Context: an optimization exercise on an open-source flow, tuned for small area, a short achievable clock period and few clock cycles. The choices shown serve that exercise and are no tape-out recipe.
RTL that was checked went through simulation tests only; none was proved equivalent to the original.

// ntwrk_size_tracker
module ntwrk_size_tracker
#(
    parameter int NUM_CONNS  = 8,
    parameter int NUM_POINTS = 1000,
    parameter int SIZE_W     = $clog2(NUM_POINTS) + 1,
    parameter int TOP_K      = 3,
    parameter int PROD_W     = SIZE_W * TOP_K
) (
    input  logic              clk,
    input  logic              rst,
    input  logic              cmd_vld,
    output logic              cmd_rdy,
    input  ntwrk_size_pkg::ntwrk_size_cmd_t cmd,
    output logic              rsp_vld,
    input  logic              rsp_rdy,
    output logic [PROD_W-1:0] rsp_data,
    output logic              rsp_is_prod,
    output logic              busy,
    output logic              err
);
make LEC_CHECK=0 CAP_MARGIN=20 CORE_MARGIN=2 CORE_UTILIZATION=40 SETUP_SLACK_MARGIN=3 SLEW_MARGIN=20 finish   # period 10.0 ns
run.sh (not shown) runs the stock make flow with config.mk's settings and CLKGATE_MAP_FILE= SYNTH_SCRIPT=/design/flow/synth_recipe.tcl, a recipe that flattens the netlist after the stock synthesis.
==> next run, changes <==
--- a/flow/design.v
+++ b/flow/design.v
@@ -43,17 +43,17 @@
     localparam int ND = (W + R - 1) / R;  
     localparam int PW = 33;
     typedef enum logic [1:0] {E_IDLE, E_P2, E_P3, E_MUL} eng_e;
     logic [W-1:0] size_q [N];
     logic [N-1:0] vld;
     logic         err_q;
     logic         rdy_q;
     logic         pend_q, pend_upd_q;
-    logic [3:0]   pend_a_q;
+    logic [W-1:0] pend_v_q;
     eng_e         eng_q;
     logic [W-1:0] t0_q, t1_q, t2_q;
     logic [N-1:0] excl_q;
     logic         ebusy_q, dirty_q, pia_q;
     logic         ph2_q, first_q;
     logic [1:0]   k_q;
     logic         rsp_vld_q, rsp_prod_q;
     logic [PW-1:0] acc_q;
@@ -62,41 +62,44 @@
     assign rsp_free = !rsp_vld_q || rsp_rdy;
     assign cmd_rdy     = rdy_q;
     assign busy        = !rdy_q;
     assign err         = err_q;
     assign rsp_vld     = rsp_vld_q;
     assign rsp_is_prod = rsp_prod_q;
     assign rsp_data    = acc_q;
     logic [2:0] op;
-    logic [3:0] ca, cb, ra, la;
+    logic [3:0] ca, cb;
     logic       acc_cmd;
     assign op      = cmd.id;
     assign ca      = cmd.ntwrka;
     assign cb      = cmd.ntwrkb;
     assign acc_cmd = cmd_vld && rdy_q;
     logic is_new, is_wr, is_mrg, is_lkp, is_upd, is_rsv;
     assign is_new = (op == CMD_NEW);
     assign is_wr  = (op == CMD_WR_A) || (op == CMD_WR_B);
     assign is_mrg = (op == CMD_MERGE);
     assign is_lkp = (op == CMD_LOOKUP);
     assign is_upd = (op == CMD_UPDATE);
     assign is_rsv = (op == CMD_RSVD);
-    assign ra = pend_q ? pend_a_q : ((op == CMD_WR_B) ? cb : ca);
+    logic is_wrb;
+    assign is_wrb = (op == CMD_WR_B);
     logic [W-1:0] sa, sb, addend, wdata;
     logic [W:0]   sum;
-    assign sa     = size_q[ra[2:0]];
+    logic [W-1:0] opnd;
+    assign sa     = size_q[ca[2:0]];
     assign sb     = size_q[cb[2:0]];
+    assign opnd   = is_wrb ? sb : sa;
     assign addend = is_mrg ? sb : W'(1);
-    assign sum    = {1'b0, sa} + {1'b0, addend};
+    assign sum    = {1'b0, opnd} + {1'b0, addend};
     assign wdata  = sum[W] ? {W{1'b1}} : sum[W-1:0];
     logic ra_ok, a_in, b_in, va, vb, ab_eq, mrg_ok;
     assign a_in   = !ca[3];
     assign b_in   = !cb[3];
-    assign ra_ok  = !ra[3] && vld[ra[2:0]];
+    assign ra_ok  = is_wrb ? (b_in && vb) : (a_in && va);
     assign va     = vld[ca[2:0]];
     assign vb     = vld[cb[2:0]];
     assign ab_eq  = (ca == cb);
     assign mrg_ok = a_in && b_in && va && vb;
     logic cmd_err;
     always_comb begin
         cmd_err = 1'b0;
         if (is_new) cmd_err = !a_in || va;
@@ -104,22 +107,22 @@
         if (is_mrg) cmd_err = !ab_eq && (!mrg_ok || sum[W]);
         if (is_rsv) cmd_err = 1'b1;
     end
     logic [N-1:0] we_new, we_w, we_clr;
     always_comb begin
         for (int i = 0; i < N; i++) begin
             we_new[i] = acc_cmd && is_new && a_in && (ca[2:0] == 3'(i));
             we_w[i]   = acc_cmd && ((is_wr && ra_ok) || (is_mrg && !ab_eq && mrg_ok))
-                        && (ra[2:0] == 3'(i));
+                        && (is_wrb ? (cb[2:0] == 3'(i)) : (ca[2:0] == 3'(i)));
             we_clr[i] = acc_cmd && is_mrg && !ab_eq && mrg_ok && (cb[2:0] == 3'(i));
         end
     end
     logic [W-1:0] lk_val;
-    assign lk_val = ra[3] ? '0 : sa;
+    assign lk_val = ca[3] ? '0 : sa;
     logic [N-1:0] excl, win;
     assign excl = excl_q & {N{ebusy_q}};
     logic [W:0]   k1 [4];
     logic [2:0]   x1 [4];
     logic [W:0]   k2 [2];
     logic [2:0]   x2 [2];
     logic [W:0]   k3;
     logic [2:0]   x3;
@@ -231,17 +234,17 @@
                 rsp_vld_q  <= 1'b1;
                 pia_q      <= 1'b1;
             end else if (rsp_rdy) begin
                 rsp_vld_q  <= 1'b0;
             end
         end
     end
     always_ff @(posedge clk) begin
-        if (cmd_hold) pend_a_q <= ca;
+        if (cmd_hold) pend_v_q <= lk_val;
         case (eng_q)
             E_IDLE: begin
                 t0_q   <= k3[W-1:0];
                 excl_q <= win;
             end
             E_P2: begin
                 t1_q   <= k3[W-1:0];
                 excl_q <= excl_q | win;
@@ -252,11 +255,12 @@
         if (mul_go) begin
             acc_q <= acc_next;
             k_q   <= k_eff - 2'd1;
             if (mul_last && !ph2_q) begin
                 t0_q <= acc_next[W-1:0];
                 t1_q <= acc_next[2*W-1:W];
             end
         end
-        if (lk_direct || pend_lk_go) acc_q <= PW'(lk_val);
+        if (lk_direct)  acc_q <= PW'(lk_val);
+        if (pend_lk_go) acc_q <= PW'(pend_v_q);
     end
 endmodule
What happened:
- clock-buffer cell count decreases by 1
- clock skew barely changes
- core utilization increases by 0.15 points
- design area hardly moves
- routed wire length decreases by 8.5%
- sequential share of layout area increases by 1.2 points
- hold slack gets worse by 0.0048 ns
- global-route usage decreases by 2.5 points
- die area hardly moves
- synthesized area barely changes
- worst setup slack gets better by 0.13 ns
Testbench counts after the change, summed over its fixed seeds: cycles 6,298.
No functional check of the RTL was part of the first run of this note.

---

ntwrk_size_tracker with an RTL version that a note above also has.
Size in the first run: about 1,800 cells after synthesis, ~53 I/O pins, ~16,000 sq um of cells after synthesis.
==> flow/design.v (excerpt) <==
module ntwrk_size_tracker
#(
    parameter int NUM_CONNS  = 8,
    parameter int NUM_POINTS = 1000,
    parameter int SIZE_W     = $clog2(NUM_POINTS) + 1,
    parameter int TOP_K      = 3,
    parameter int PROD_W     = SIZE_W * TOP_K
) (
    input  logic              clk,
    input  logic              rst,
    input  logic              cmd_vld,
    output logic              cmd_rdy,
    input  ntwrk_size_pkg::ntwrk_size_cmd_t cmd,
    output logic              rsp_vld,
    input  logic              rsp_rdy,
    output logic [PROD_W-1:0] rsp_data,
    output logic              rsp_is_prod,
    output logic              busy,
    output logic              err
);
    localparam int N  = 8;
    localparam int W  = 11;
    localparam int R  = 3;                
    localparam int ND = (W + R - 1) / R;  
    localparam int PW = 33;
    typedef enum logic [1:0] {E_IDLE, E_P2, E_P3, E_MUL} eng_e;
    logic [W-1:0] size_q [N];
    logic [N-1:0] vld;
    logic         err_q;
    logic         rdy_q;
    logic         pend_q, pend_upd_q;
    logic [W-1:0] pend_v_q;
    eng_e         eng_q;
    logic [W-1:0] t0_q, t1_q, t2_q;
    logic [N-1:0] excl_q;
    logic         ebusy_q, dirty_q, pia_q;
    logic         ph2_q, first_q;
    logic [1:0]   k_q;
    logic         rsp_vld_q, rsp_prod_q;
    logic [PW-1:0] acc_q;
    always_comb for (int i = 0; i < N; i++) vld[i] = |size_q[i];
    logic rsp_free;
    assign rsp_free = !rsp_vld_q || rsp_rdy;
    assign cmd_rdy     = rdy_q;
    assign busy        = !rdy_q;
    assign err         = err_q;
  ...
clock: 10.0 ns
lec_check: 0
cap_margin: 20
core_margin: 2
core_utilization: 40
setup_slack_margin: 3.5
slew_margin: 20
Testbench counts at the start, summed over its fixed seeds: cycles 6,298.
Change:
--- a/flow/design.v
+++ b/flow/design.v
@@ -115,36 +115,41 @@
                         && (is_wrb ? (cb[2:0] == 3'(i)) : (ca[2:0] == 3'(i)));
             we_clr[i] = acc_cmd && is_mrg && !ab_eq && mrg_ok && (cb[2:0] == 3'(i));
         end
     end
     logic [W-1:0] lk_val;
     assign lk_val = ca[3] ? '0 : sa;
-    logic [N-1:0] excl, win;
-    assign excl = excl_q & {N{ebusy_q}};
-    logic [W:0]   k1 [4];
-    logic [2:0]   x1 [4];
-    logic [W:0]   k2 [2];
-    logic [2:0]   x2 [2];
+    logic [W:0]   key [N];
+    logic [N-1:0] win;
+    logic [W:0]   gk [2];
+    logic [3:0]   gw [2];
     logic [W:0]   k3;
-    logic [2:0]   x3;
-    always_comb begin
-        for (int p = 0; p < 4; p++) begin
-            logic [W:0] kl, kr;
-            kl = {!excl[2*p],   size_q[2*p]};
-            kr = {!excl[2*p+1], size_q[2*p+1]};
-            if (kr > kl) begin k1[p] = kr; x1[p] = 3'(2*p+1); end
-            else         begin k1[p] = kl; x1[p] = 3'(2*p);   end
-        end
-        for (int p = 0; p < 2; p++) begin
-            if (k1[2*p+1] > k1[2*p]) begin k2[p] = k1[2*p+1]; x2[p] = x1[2*p+1]; end
-            else                     begin k2[p] = k1[2*p];   x2[p] = x1[2*p];   end
-        end
-        if (k2[1] > k2[0]) begin k3 = k2[1]; x3 = x2[1]; end
-        else               begin k3 = k2[0]; x3 = x2[0]; end
-        win = '0;
-        win[x3] = 1'b1;
+    always_comb begin
+        for (int i = 0; i < N; i++) key[i] = {!(excl_q[i] && ebusy_q), size_q[i]};
+        for (int g = 0; g < 2; g++) begin
+            logic c01, c02, c03, c12, c13, c23;
+            c01 = key[4*g+1] > key[4*g];
+            c02 = key[4*g+2] > key[4*g];
+            c03 = key[4*g+3] > key[4*g];
+            c12 = key[4*g+2] > key[4*g+1];
+            c13 = key[4*g+3] > key[4*g+1];
+            c23 = key[4*g+3] > key[4*g+2];
+            gw[g][0] = !c01 && !c02 && !c03;
+            gw[g][1] =  c01 && !c12 && !c13;
+            gw[g][2] =  c02 &&  c12 && !c23;
+            gw[g][3] =  c03 &&  c13 &&  c23;
+            gk[g] = '0;
+            for (int j = 0; j < 4; j++) gk[g] = gk[g] | (key[4*g+j] & {(W+1){gw[g][j]}});
+        end
+        if (gk[1] > gk[0]) begin
+            k3  = gk[1];
+            win = {gw[1], 4'b0};
+        end else begin
+            k3  = gk[0];
+            win = {4'b0, gw[0]};
+        end
     end
     logic [W-1:0]    x_lo, y_op;
     logic [2*W-1:0]  x_op;
     logic [ND*R-1:0] y_pad;
     logic [1:0]      msd, k_eff;
     logic [R-1:0]    dig;
The new run completed with no timing, DRC or antenna violations.
Via count increases by roughly a tenth.
Synthesized area increases by roughly a tenth.
Maximum frequency increases by a few percent.
Design area increases by a few percent.
Non-clock buffer count decreases by 36.
Clock-buffer cell count decreases by 1.
Setup slack is better by 230 ps.
Die area increases by roughly a tenth.
First-iteration DRC count increases by a quarter to a third.
Critical path depth decreases by 8.
Wire length increases by roughly a tenth.
Global-route usage increases by 0.82 points.
Sequential share of layout area decreases by 0.66 points.
Register-to-register slack is better by 230 ps.
Only the layout flow was run in the second run of this note; the RTL was not checked for function there.

## afterwards: timing with drivers on the ports
How much do the figures lean on ideal ports? The routed layouts below were timed once more, with nothing changed but the port constraints.
Step 1, drivers: a clkbuf_16 drives clk and a buf_2 each remaining input, both assumed.
Step 2, shift: input delay + t, output delay - t, t = (earliest + latest rising clock arrival at the registers) / 2. This alone moves slack from input paths to output paths.
Slacks: no drivers / after step 1 / after step 2; pairs: no drivers / after step 1.
run | t, ns | setup WS [ns] | hold slack, ns | worst setup path at the end | pins driven straight from the clock port
the first run of note 1 | 0.548 | 3.090 / 3.090 / 2.582 | 0.466 / 0.466 / 0.466 | input to register | 1
the second run of note 1 | 0.556 | 3.220 / 3.220 / 2.789 | 0.461 / 0.461 / 0.461 | input to register | 1
the first run of note 2 | 0.534 | 3.566 / 3.566 / 3.282 | 0.461 / 0.461 / 0.461 | input to register | 1
the second run of note 2 | 0.557 | 3.799 / 3.799 / 3.359 | 0.480 / 0.480 / 0.480 | input to register | 1
After both steps every run listed still meets setup and hold. For the first run of note 1, which loses most, drivers alone change the setup slack by 0.000 ns; drivers and shift together by -0.508 ns.
